Context: an optimization exercise on an open-source flow, tuned for small area, a short achievable clock period and few clock cycles per item. The choices shown serve that exercise and are no tape-out recipe.
RTL that was checked went through simulation tests only; none was proved equivalent to the original.
Power figures rest on the tool's default switching activity, not on a simulated workload.

JK:
Design nearest_palette_color_unit, start of the top module:
module nearest_palette_color_unit #(
  parameter int unsigned PALETTE_SIZE = 22
) (
  input  logic        clk_i,
  input  logic        rst_ni,
  input  logic        cfg_we_i,
  input  logic [21:0] cfg_wdata_i,
  input  logic        pixel_valid_i,
  output logic        pixel_ready_o,
  input  logic [31:0] pixel_word_i,
  output logic        result_valid_o,
  input  logic        result_ready_i,
  output logic [4:0]  color_index_o,
  output logic        none_enabled_o
);
Size in the first run: roughly 3700 cells after synthesis, roughly 67 I/O pins, about 0.028 sq mm of cells after synthesis.
==> flow/config.mk <==
export PLATFORM = sky130hd
export DESIGN_NAME = nearest_palette_color_unit
export DESIGN_NICKNAME = nearest_palette_color_unit
export VERILOG_FILES = /design/flow/design.v
export SDC_FILE = /design/flow/constraint.sdc
export NUM_CORES = 4
export LEC_CHECK = 0
export ABC_AREA = 1
export CAP_MARGIN = 20
export CORE_MARGIN = 2
export CORE_UTILIZATION = 40
export SETUP_SLACK_MARGIN = 2.5
export SLEW_MARGIN = 20
==> flow/constraint.sdc <==
create_clock -name core_clock -period 5.5 [get_ports {clk_i}]
set_input_delay 1.1000 -clock core_clock [delete_from_list [all_inputs] [get_ports {clk_i}]]
set_output_delay 1.1000 -clock core_clock [all_outputs]
set_load 0.01 [all_outputs]
run.sh (not shown) runs the stock make flow with config.mk's settings and CLKGATE_MAP_FILE= SYNTH_SCRIPT=/design/flow/synth_recipe.tcl, a recipe that flattens the netlist after the stock synthesis.
JK did not stop at any stage, and its layout met the timing, design-rule and antenna checks.
Changes in MS relative to JK:
Settings: SETUP_SLACK_MARGIN changed from 2.5 to 2.6.
### Flow results
Status | JK and MS | clean
In MS relative to JK, routed wire length had gone up slightly.
Time the worst path needs with I/O delays and setup, JK and MS: lower on MS
Between JK and MS, the final worst-path cycle share is lower for MS.
MS ends up with higher post-synthesis to final-layout area growth than JK does.
Delta (MS minus JK): area after synthesis roughly the same; leakage power figure climbed 0.12 nW.
Placed wire-length estimate after detailed placement of MS is on par with JK.
Higher power share of the clock group was reported by JK, not MS.
Compared with JK, in MS net count reported at finish moved up; worst setup slack after layout higher; non-clock buffering overhead in the final layout grew by 0.75 points.
Function was not checked in any run of this note: the RTL went through the layout flow alone.

---

nearest_palette_color_unit, a different RTL version from the one above (not shown whole).
Size: roughly 480 flip-flops, ~67 I/O pins.
export LEC_CHECK = 0
export ABC_AREA = 1
export CAP_MARGIN = 20
export CORE_MARGIN = 2
export CORE_UTILIZATION = 40
export CTS_BUF_LIST = sky130_fd_sc_hd__clkbuf_16
export CTS_CLUSTER_DIAMETER = 80
export CTS_CLUSTER_SIZE = 34
export SETUP_SLACK_MARGIN = 2.6
export SLEW_MARGIN = 20
create_clock -name core_clock -period 5.5 [get_ports {clk_i}]
The starting point completed with no timing, DRC or antenna violations.
Testbench counts at the start, summed over its fixed seeds: cycles 16,040, items 16,000.
Rerun with:
CAP_MARGIN = 10   (was 20)
CTS_CLUSTER_SIZE = 30   (was 34)
SLEW_MARGIN = 10   (was 20)
Result: Synthesized area does not change. Utilization is lower by 0.22 points. Die area stays the same. Design area is lower by 0.48%. Routed wire length is lower by 0.39%. Maximum frequency is lower by 0.93%. First-iteration DRC count is lower by 0.88%. Synthesized cell count does not change. Clock power is lower by about 3%. Setup slack gets worse by 0.026 ns. Cell count barely changes.
Rerun with:
CAP_MARGIN = 20   (was 10)
CORE_UTILIZATION = 35   (was 40)
CTS_CLUSTER_SIZE = 34   (was 30)
SLEW_MARGIN = 20   (was 10)
What happened: Sequential cell count is unchanged. Worst setup slack is better by 0.0068 ns. Clock skew barely changes.
Rerun with:
CORE_UTILIZATION = 45   (was 35)
Effect: Total power increases slightly; final area decreases slightly; worst hold slack is about the same; wire length stays flat; register-to-register slack loses 0.02 ns.
Rerun with:
CORE_UTILIZATION = 40   (was 45)
CTS_CLUSTER_SIZE = 30   (was 34)
Effect: Maximum frequency goes up by 0.63%; die area rises by 12%; total power falls by 2.8%; wire length drops by 1.1%; cell area shrinks by 1.1%.
Rerun with:
CTS_BUF_LIST = not set   (was sky130_fd_sc_hd__clkbuf_16)
CTS_CLUSTER_DIAMETER = not set   (was 80)
CTS_CLUSTER_SIZE = not set   (was 30)
Setup slack improved by 0.0062 ns.
Global-route usage climbs by 0.30 points.
Routed wire length climbs by 0.70%.
Clock skew drops by 0.017 ns.
Total power climbs by 7.0%.
Cell count climbs by 0.90%.
Non-clock buffer count drops by 6.
Synthesized area does not change.
Via count climbs by 0.67%.
Maximum frequency stays flat.

==> port drivers added, routing unchanged <==
In the flow no input, the clock included, has a driving cell. The finished layouts below were timed again as built, in two steps.
Step 1 assumes that a clkbuf_16 drives the clock port and a buf_2 every other input.
Step 2 moves the port delays by t, midway between the first and last clock arrival at a register: inputs arrive t later, outputs are due t later. That takes back most of the time a late clock gives input paths.
Slacks: ideal / step 1 / step 2; pairs: ideal / step 1.
run	t (ns)	setup slack, ns	pins driven straight from the clock port
JK	0.661	2.581 / 2.581 / 2.218	1
MS	0.666	2.647 / 2.647 / 2.241	1
the first run of note 2	0.672	2.686 / 2.686 / 2.197	1
the second run of note 2	0.666	2.660 / 2.660 / 2.201	1
the third run of note 2	0.685	2.667 / 2.667 / 2.172	1
the fourth run of note 2	0.674	2.642 / 2.642 / 2.146	1
the fifth run of note 2	0.666	2.660 / 2.660 / 2.201	1
the sixth run of note 2	0.671	2.666 / 2.666 / 2.157	1
After both steps every run listed still meets setup and hold. For the sixth run of note 2, which loses most, drivers alone change the setup slack by 0.000 ns; drivers and shift together by -0.509 ns.
